Background: an optimization exercise with open tools, aiming at a short achievable clock period and few clock cycles per item. Do not read the settings as production practice.
The RTL was checked by simulation tests, not by an equivalence proof against the original design.
Power is estimated from default activity; no workload was simulated.

==> 08-28: inputs <==
// cpu_top
module cpu_top #(
    parameter cpu_types_pkg::word_t RESET_PC = '0
) (
    input  logic                      clk,
    input  logic                      rst,
    input  cpu_types_pkg::word_t      instr_out,
    input  cpu_types_pkg::word_t      data_out,
    output logic                      instr_read,
    output logic                      data_read,
    output cpu_types_pkg::word_t      instr_addr,
    output cpu_types_pkg::word_t      data_addr,
    output cpu_types_pkg::word_t      data_in,
    output cpu_types_pkg::byte_mask_t data_write
);
Settings: LEC_CHECK=0, ABC_CLOCK_PERIOD_IN_PS=2500, CAP_MARGIN=20, CELL_PAD_IN_SITES_DETAIL_PLACEMENT=1, CELL_PAD_IN_SITES_GLOBAL_PLACEMENT=2, CORE_MARGIN=2, CORE_UTILIZATION=25, PLACE_DENSITY=0.5, SLEW_MARGIN=20, TNS_END_PERCENT=20; clock period 15.0 ns.
standard.sh (not shown) runs the stock make flow with config.mk's settings and CLKGATE_MAP_FILE= SYNTH_SCRIPT=/design/flow/synth_recipe.tcl, a recipe that flattens the netlist after the stock synthesis.
==> flow/flow/run.sh <==
#!/bin/bash
# The standard layout (standard.sh, synthesis unchanged) with three resizer settings:
#  - repair_timing keeps a large setup margin, so it works towards a shorter period than the
#    15 ns the SDC names (the SDC itself is the standard flow's, unchanged);
#  - the resizer may change a cell's footprint when sizing;
#  - the port buffers are buf_4 rather than the delay cell buffer_ports picks by default.
# make's output goes to standard_flow.log; each ORFS step keeps its own log under orfs/logs.
set -euo pipefail
bash standard.sh SETUP_SLACK_MARGIN=10.5 MATCH_CELL_FOOTPRINT=0 \
  'BUFFER_PORTS_ARGS=-buffer_cell sky130_fd_sc_hd__buf_4' finish > standard_flow.log 2>&1
==> inputs of 01-10, as changes to 08-28 <==
--- a/flow/design.v
+++ b/flow/design.v
@@ -197,14 +197,17 @@
     logic [31:0] m_wdata;
     logic        m_read;
     logic        m_ld;        
     logic [4:0]  m_rd;
     logic [2:0]  m_f3;
     logic        w_ld;
     logic [4:0]  w_rd;
+    logic        v_ld;        
+    logic [4:0]  v_rd;
+    logic [31:0] v_val;
     logic        w_b0, w_b1, w_b2, w_b3, w_h0, w_h1, w_w, w_sb, w_sh;
     logic [31:0] regs [1:31];
     assign instr_addr = {pc_f, 2'b00};
     assign instr_read = 1'b1;
     assign data_addr  = m_addr;
     assign data_write = m_mask;
     assign data_in    = m_wdata;
@@ -243,14 +246,22 @@
     logic [31:0] st_data;
     logic        ex_wr;       
     ks_add #(.W(32)) u_add (.a(ex_a), .b(ex_b),  .cin(1'b0), .s(add_res), .cout());
     ks_add #(.W(32)) u_sub (.a(ex_a), .b(~ex_b), .cin(1'b1), .s(sub_res), .cout());
     ks_ltu #(.W(32)) u_ltu (.a(ex_a), .b(ex_b), .lt(ltu));
     ks_ltu #(.W(32)) u_lt  (.a({~ex_a[31], ex_a[30:0]}), .b({~ex_b[31], ex_b[30:0]}), .lt(lt));
     assign eq      = (ex_a == ex_b);
+    logic [31:2] jt_k;
+    logic [31:2] jt_c;        
+    logic        jt_c2;       
+    logic        jt_eq;
+    assign jt_k  = ex_ptgt;
+    assign jt_c2 = (ex_a[1] & ex_imm[1]) | ((ex_a[1] | ex_imm[1]) & ex_a[0] & ex_imm[0]);
+    assign jt_c  = (ex_a[31:2] & ex_imm[31:2]) | ((ex_a[31:2] | ex_imm[31:2]) & ~jt_k);
+    assign jt_eq = ((ex_a[31:2] ^ ex_imm[31:2] ^ jt_k) == {jt_c[30:2], jt_c2});
     assign alu_res = ({32{ex_op_sll}}  & (ex_a << ex_b[4:0]))
                    | ({32{ex_op_xor}}  & (ex_a ^ ex_b))
                    | ({32{ex_op_srl}}  & (ex_a >> ex_b[4:0]))
                    | ({32{ex_op_sra}}  & 32'($signed(ex_a) >>> ex_b[4:0]))
                    | ({32{ex_op_or}}   & (ex_a | ex_b))
                    | ({32{ex_op_and}}  & (ex_a & ex_b));
     assign ex_pc4 = ex_pc4r;
@@ -287,15 +298,15 @@
     assign act_t       = ex_is_jal || ex_is_jalr || (ex_is_branch && taken);
     assign act_tgt     = ex_is_jalr ? agu[31:2] : ex_btgt;   
     always_comb
     begin
         if (ex_is_branch)
             ex_redirect = ex_valid && (taken ? ex_r_t : ex_pt);
         else if (ex_is_jalr)
-            ex_redirect = ex_valid && (!ex_pt || ex_ptgt != agu[31:2]);
+            ex_redirect = ex_valid && (!ex_pt || !jt_eq);
         else
             ex_redirect = ex_valid && (ex_is_jal ? ex_r_t : ex_pt);
     end
     assign ex_target   = act_t ? act_tgt : ex_pc4;
     assign ex_wr       = ex_valid && ex_wen;
     always_comb
     begin
@@ -326,15 +337,16 @@
     logic        use1, use2;
     logic [31:0] imm_i, imm_s, imm_b, imm_u, imm_j;
     logic [31:0] d_imm;
     logic [31:0] rf1, rf2;
     logic [31:0] d_rs1v, d_rs2v;
     logic [31:0] d_b;
     logic        d_use_rs2;
-    logic        fwd_e1, fwd_e2, fwd_w1, fwd_w2;
+    logic        fwd_e1, fwd_e2, fwd_w1, fwd_w2, fwd_v1, fwd_v2;
+    logic [31:0] rf1v, rf2v;
     logic        hazard;
     logic        stall;
     logic        d_redir_nt;
     logic [31:2] d_jbtgt;     
     logic [31:2] d_ftgt;
     logic        d_same, known_t, known_nt, static_t;
     logic        d_fuse;
@@ -388,18 +400,22 @@
             rf2 = rf2 | ({32{d_sel2[i]}} & regs[i]);
         end
     end
     assign fwd_e1 = ex_wr && ex_rd == d_rs1;
     assign fwd_e2 = ex_wr && ex_rd == d_rs2;
     assign fwd_w1 = w_ld && w_rd == d_rs1;
     assign fwd_w2 = w_ld && w_rd == d_rs2;
+    assign fwd_v1 = v_ld && v_rd == d_rs1;
+    assign fwd_v2 = v_ld && v_rd == d_rs2;
+    assign rf1v   = fwd_v1 ? v_val : rf1;
+    assign rf2v   = fwd_v2 ? v_val : rf2;
     assign d_rs1v = ({32{fwd_e1}} & ex_res) | ({32{fwd_w1 && !fwd_e1}} & ld_val)
-                  | ({32{!fwd_e1 && !fwd_w1}} & rf1);
+                  | ({32{!fwd_e1 && !fwd_w1}} & rf1v);
     assign d_rs2v = ({32{fwd_e2}} & ex_res) | ({32{fwd_w2 && !fwd_e2}} & ld_val)
-                  | ({32{!fwd_e2 && !fwd_w2}} & rf2);
+                  | ({32{!fwd_e2 && !fwd_w2}} & rf2v);
     assign d_b    = d_use_rs2 ? d_rs2v : d_imm;
     assign d_use_rs2 = d_op || d_branch;
     assign hazard = (ex_valid && ex_is_load && ex_rd != 5'd0 &&
                      ((use1 && ex_rd == d_rs1) || (use2 && ex_rd == d_rs2)))
                  || (m_ld && ((use1 && m_rd == d_rs1) || (use2 && m_rd == d_rs2)));
     assign stall = d_valid && hazard;
     logic [31:2] d_tj, d_tb;
@@ -608,18 +624,24 @@
     end
     always_ff @(posedge clk)
     begin
         if (rst)
             w_ld <= 1'b0;
         else
             w_ld <= m_ld && !(ex_wr && ex_rd == m_rd);
+        if (rst)
+            v_ld <= 1'b0;
+        else
+            v_ld <= w_ld && !(ex_wr && ex_rd == w_rd);
     end
     always_ff @(posedge clk)
     begin
         w_rd  <= m_rd;
+        v_rd  <= w_rd;
+        v_val <= ld_val;
         w_b0  <= m_f3[1:0] == 2'b00 && m_addr[1:0] == 2'd0;
         w_b1  <= m_f3[1:0] == 2'b00 && m_addr[1:0] == 2'd1;
         w_b2  <= m_f3[1:0] == 2'b00 && m_addr[1:0] == 2'd2;
         w_b3  <= m_f3[1:0] == 2'b00 && m_addr[1:0] == 2'd3;
         w_h0  <= m_f3[1:0] == 2'b01 && !m_addr[1];
         w_h1  <= m_f3[1:0] == 2'b01 && m_addr[1];
         w_w   <= m_f3[1] || (m_f3[2] && m_f3[1:0] == 2'b11);
@@ -630,12 +652,12 @@
     begin
         for (int i = 1; i < 32; i++)
         begin
             if (rst)
                 regs[i] <= '0;
             else if (ex_wr && ex_rd == 5'(i))
                 regs[i] <= ex_res;
-            else if (w_ld && w_rd == 5'(i))
-                regs[i] <= ld_val;
+            else if (v_ld && v_rd == 5'(i))
+                regs[i] <= v_val;
         end
     end
 endmodule
==> flow/config.mk (replaced) <==
export PLATFORM = sky130hd
export DESIGN_NAME = cpu_top
export DESIGN_NICKNAME = cpu_top
export VERILOG_FILES = /design/flow/design.v
export SDC_FILE = /design/flow/constraint.sdc
export NUM_CORES = 4
export LEC_CHECK = 0
export ABC_CLOCK_PERIOD_IN_PS = 2500
export CAP_MARGIN = 40
export CELL_PAD_IN_SITES_DETAIL_PLACEMENT = 1
export CELL_PAD_IN_SITES_GLOBAL_PLACEMENT = 2
export CORE_MARGIN = 2
export CORE_UTILIZATION = 25
export PLACE_DENSITY = 0.5
export SLEW_MARGIN = 30
==> inputs of 01-02, as changes to 08-28 <==
--- a/flow/design.v
+++ b/flow/design.v
@@ -197,14 +197,17 @@
     logic [31:0] m_wdata;
     logic        m_read;
     logic        m_ld;        
     logic [4:0]  m_rd;
     logic [2:0]  m_f3;
     logic        w_ld;
     logic [4:0]  w_rd;
+    logic        v_ld;        
+    logic [4:0]  v_rd;
+    logic [31:0] v_val;
     logic        w_b0, w_b1, w_b2, w_b3, w_h0, w_h1, w_w, w_sb, w_sh;
     logic [31:0] regs [1:31];
     assign instr_addr = {pc_f, 2'b00};
     assign instr_read = 1'b1;
     assign data_addr  = m_addr;
     assign data_write = m_mask;
     assign data_in    = m_wdata;
@@ -243,14 +246,22 @@
     logic [31:0] st_data;
     logic        ex_wr;       
     ks_add #(.W(32)) u_add (.a(ex_a), .b(ex_b),  .cin(1'b0), .s(add_res), .cout());
     ks_add #(.W(32)) u_sub (.a(ex_a), .b(~ex_b), .cin(1'b1), .s(sub_res), .cout());
     ks_ltu #(.W(32)) u_ltu (.a(ex_a), .b(ex_b), .lt(ltu));
     ks_ltu #(.W(32)) u_lt  (.a({~ex_a[31], ex_a[30:0]}), .b({~ex_b[31], ex_b[30:0]}), .lt(lt));
     assign eq      = (ex_a == ex_b);
+    logic [31:2] jt_k;
+    logic [31:2] jt_c;        
+    logic        jt_c2;       
+    logic        jt_eq;
+    assign jt_k  = ex_ptgt;
+    assign jt_c2 = (ex_a[1] & ex_imm[1]) | ((ex_a[1] | ex_imm[1]) & ex_a[0] & ex_imm[0]);
+    assign jt_c  = (ex_a[31:2] & ex_imm[31:2]) | ((ex_a[31:2] | ex_imm[31:2]) & ~jt_k);
+    assign jt_eq = ((ex_a[31:2] ^ ex_imm[31:2] ^ jt_k) == {jt_c[30:2], jt_c2});
     assign alu_res = ({32{ex_op_sll}}  & (ex_a << ex_b[4:0]))
                    | ({32{ex_op_xor}}  & (ex_a ^ ex_b))
                    | ({32{ex_op_srl}}  & (ex_a >> ex_b[4:0]))
                    | ({32{ex_op_sra}}  & 32'($signed(ex_a) >>> ex_b[4:0]))
                    | ({32{ex_op_or}}   & (ex_a | ex_b))
                    | ({32{ex_op_and}}  & (ex_a & ex_b));
     assign ex_pc4 = ex_pc4r;
@@ -287,15 +298,15 @@
     assign act_t       = ex_is_jal || ex_is_jalr || (ex_is_branch && taken);
     assign act_tgt     = ex_is_jalr ? agu[31:2] : ex_btgt;   
     always_comb
     begin
         if (ex_is_branch)
             ex_redirect = ex_valid && (taken ? ex_r_t : ex_pt);
         else if (ex_is_jalr)
-            ex_redirect = ex_valid && (!ex_pt || ex_ptgt != agu[31:2]);
+            ex_redirect = ex_valid && (!ex_pt || !jt_eq);
         else
             ex_redirect = ex_valid && (ex_is_jal ? ex_r_t : ex_pt);
     end
     assign ex_target   = act_t ? act_tgt : ex_pc4;
     assign ex_wr       = ex_valid && ex_wen;
     always_comb
     begin
@@ -326,15 +337,16 @@
     logic        use1, use2;
     logic [31:0] imm_i, imm_s, imm_b, imm_u, imm_j;
     logic [31:0] d_imm;
     logic [31:0] rf1, rf2;
     logic [31:0] d_rs1v, d_rs2v;
     logic [31:0] d_b;
     logic        d_use_rs2;
-    logic        fwd_e1, fwd_e2, fwd_w1, fwd_w2;
+    logic        fwd_e1, fwd_e2, fwd_w1, fwd_w2, fwd_v1, fwd_v2;
+    logic [31:0] rf1v, rf2v;
     logic        hazard;
     logic        stall;
     logic        d_redir_nt;
     logic [31:2] d_jbtgt;     
     logic [31:2] d_ftgt;
     logic        d_same, known_t, known_nt, static_t;
     logic        d_fuse;
@@ -388,18 +400,22 @@
             rf2 = rf2 | ({32{d_sel2[i]}} & regs[i]);
         end
     end
     assign fwd_e1 = ex_wr && ex_rd == d_rs1;
     assign fwd_e2 = ex_wr && ex_rd == d_rs2;
     assign fwd_w1 = w_ld && w_rd == d_rs1;
     assign fwd_w2 = w_ld && w_rd == d_rs2;
+    assign fwd_v1 = v_ld && v_rd == d_rs1;
+    assign fwd_v2 = v_ld && v_rd == d_rs2;
+    assign rf1v   = fwd_v1 ? v_val : rf1;
+    assign rf2v   = fwd_v2 ? v_val : rf2;
     assign d_rs1v = ({32{fwd_e1}} & ex_res) | ({32{fwd_w1 && !fwd_e1}} & ld_val)
-                  | ({32{!fwd_e1 && !fwd_w1}} & rf1);
+                  | ({32{!fwd_e1 && !fwd_w1}} & rf1v);
     assign d_rs2v = ({32{fwd_e2}} & ex_res) | ({32{fwd_w2 && !fwd_e2}} & ld_val)
-                  | ({32{!fwd_e2 && !fwd_w2}} & rf2);
+                  | ({32{!fwd_e2 && !fwd_w2}} & rf2v);
     assign d_b    = d_use_rs2 ? d_rs2v : d_imm;
     assign d_use_rs2 = d_op || d_branch;
     assign hazard = (ex_valid && ex_is_load && ex_rd != 5'd0 &&
                      ((use1 && ex_rd == d_rs1) || (use2 && ex_rd == d_rs2)))
                  || (m_ld && ((use1 && m_rd == d_rs1) || (use2 && m_rd == d_rs2)));
     assign stall = d_valid && hazard;
     logic [31:2] d_tj, d_tb;
@@ -608,18 +624,24 @@
     end
     always_ff @(posedge clk)
     begin
         if (rst)
             w_ld <= 1'b0;
         else
             w_ld <= m_ld && !(ex_wr && ex_rd == m_rd);
+        if (rst)
+            v_ld <= 1'b0;
+        else
+            v_ld <= w_ld && !(ex_wr && ex_rd == w_rd);
     end
     always_ff @(posedge clk)
     begin
         w_rd  <= m_rd;
+        v_rd  <= w_rd;
+        v_val <= ld_val;
         w_b0  <= m_f3[1:0] == 2'b00 && m_addr[1:0] == 2'd0;
         w_b1  <= m_f3[1:0] == 2'b00 && m_addr[1:0] == 2'd1;
         w_b2  <= m_f3[1:0] == 2'b00 && m_addr[1:0] == 2'd2;
         w_b3  <= m_f3[1:0] == 2'b00 && m_addr[1:0] == 2'd3;
         w_h0  <= m_f3[1:0] == 2'b01 && !m_addr[1];
         w_h1  <= m_f3[1:0] == 2'b01 && m_addr[1];
         w_w   <= m_f3[1] || (m_f3[2] && m_f3[1:0] == 2'b11);
@@ -630,12 +652,12 @@
     begin
         for (int i = 1; i < 32; i++)
         begin
             if (rst)
                 regs[i] <= '0;
             else if (ex_wr && ex_rd == 5'(i))
                 regs[i] <= ex_res;
-            else if (w_ld && w_rd == 5'(i))
-                regs[i] <= ld_val;
+            else if (v_ld && v_rd == 5'(i))
+                regs[i] <= v_val;
         end
     end
 endmodule
--- a/flow/config.mk
+++ b/flow/config.mk
@@ -9,8 +9,7 @@
 export CAP_MARGIN = 20
 export CELL_PAD_IN_SITES_DETAIL_PLACEMENT = 1
 export CELL_PAD_IN_SITES_GLOBAL_PLACEMENT = 2
 export CORE_MARGIN = 2
 export CORE_UTILIZATION = 25
 export PLACE_DENSITY = 0.5
 export SLEW_MARGIN = 20
-export TNS_END_PERCENT = 20
==> qor summary <==
| item | 08-28 | 01-02 | 01-10 |
|---|---|---|---|
| Initial DRC count | 16,819 | 21,059 | 20,439 |
| Power per cell area | 112 mW/mm² | 112 mW/mm² | 111 mW/mm² |
| Simple-gate area share of the yosys netlist | 0.144 | 0.170 | 0.170 |
| Buffer and inverter count on the worst path | 1 | 2 | 2 |
| Number of global-route vias before repair | 116,855 | 122,119 | 122,479 |
| Number of logic inverters in the finished layout | 184 | 241 | 241 |
| Clock buffer and inverter area fraction after layout | 0.0710 | 0.0712 | 0.0709 |
| Crit path kind | flop to output port | flop to flop | flop to output port |
| Total vias in the final route | 121,669 | 130,649 | 130,978 |
| R2R depth | 18 | 9 | 11 |
| Run status | timing/DRC/antenna clean | timing/DRC/antenna clean | timing/DRC/antenna clean |
| Core Rows | 254 | 256 | 256 |
| Non-Clock Buffer Count | 887 | 869 | 983 |
| Sequential fraction of the synthesis area | 0.464 | 0.464 | 0.464 |
| Sum of met3 wire segment lengths after detailed routing | 71,600 µm | 101,000 µm | 99,900 µm |
Testbench counts of 08-28, summed over its fixed seeds: cycles 12,192, instructions 10,229.
Testbench counts of 01-10, summed over its fixed seeds: cycles 12,192, instructions 10,229.
Testbench counts of 01-02, summed over its fixed seeds: cycles 12,192, instructions 10,229.

-- static timing again, ports no longer ideal --
How much do the figures lean on ideal ports? The routed layouts below were timed once more, with nothing changed but the port constraints.
Step 1: set_driving_cell puts a clkbuf_16 on clk and a buf_2 on each other input, an assumption about the parent block.
Step 2 adds t to the input delays and takes it off the output delays; t is the mean of the earliest and latest rising clock arrival at the registers after step 1. Input paths then give back, and output paths get back, about the clock's delay inside the block.
Three values: ideal ports, drivers, drivers and shift; two values: the first two.
| run | t (ns) | setup slack, ns | hold slack, ns | clock arrival spread, ns | worst register clock-pin slew, ns |
|---|---|---|---|---|---|
| 08-28 | 1.098 | 10.307 / 10.196 / 9.240 | 0.325 / 0.325 / 0.325 | 0.103 / 0.103 | 0.07 / 0.07 |
| 01-10 | 1.115 | 10.399 / 10.280 / 9.392 | 0.323 / 0.323 / 0.323 | 0.085 / 0.085 | 0.07 / 0.07 |
| 01-02 | 1.107 | 10.422 / 10.308 / 9.430 | 0.336 / 0.336 / 0.336 | 0.103 / 0.102 | 0.07 / 0.07 |
After both steps setup and hold are still met in every run listed. For 08-28, which loses most, drivers alone change the setup slack by -0.111 ns; drivers and shift together by -1.067 ns.
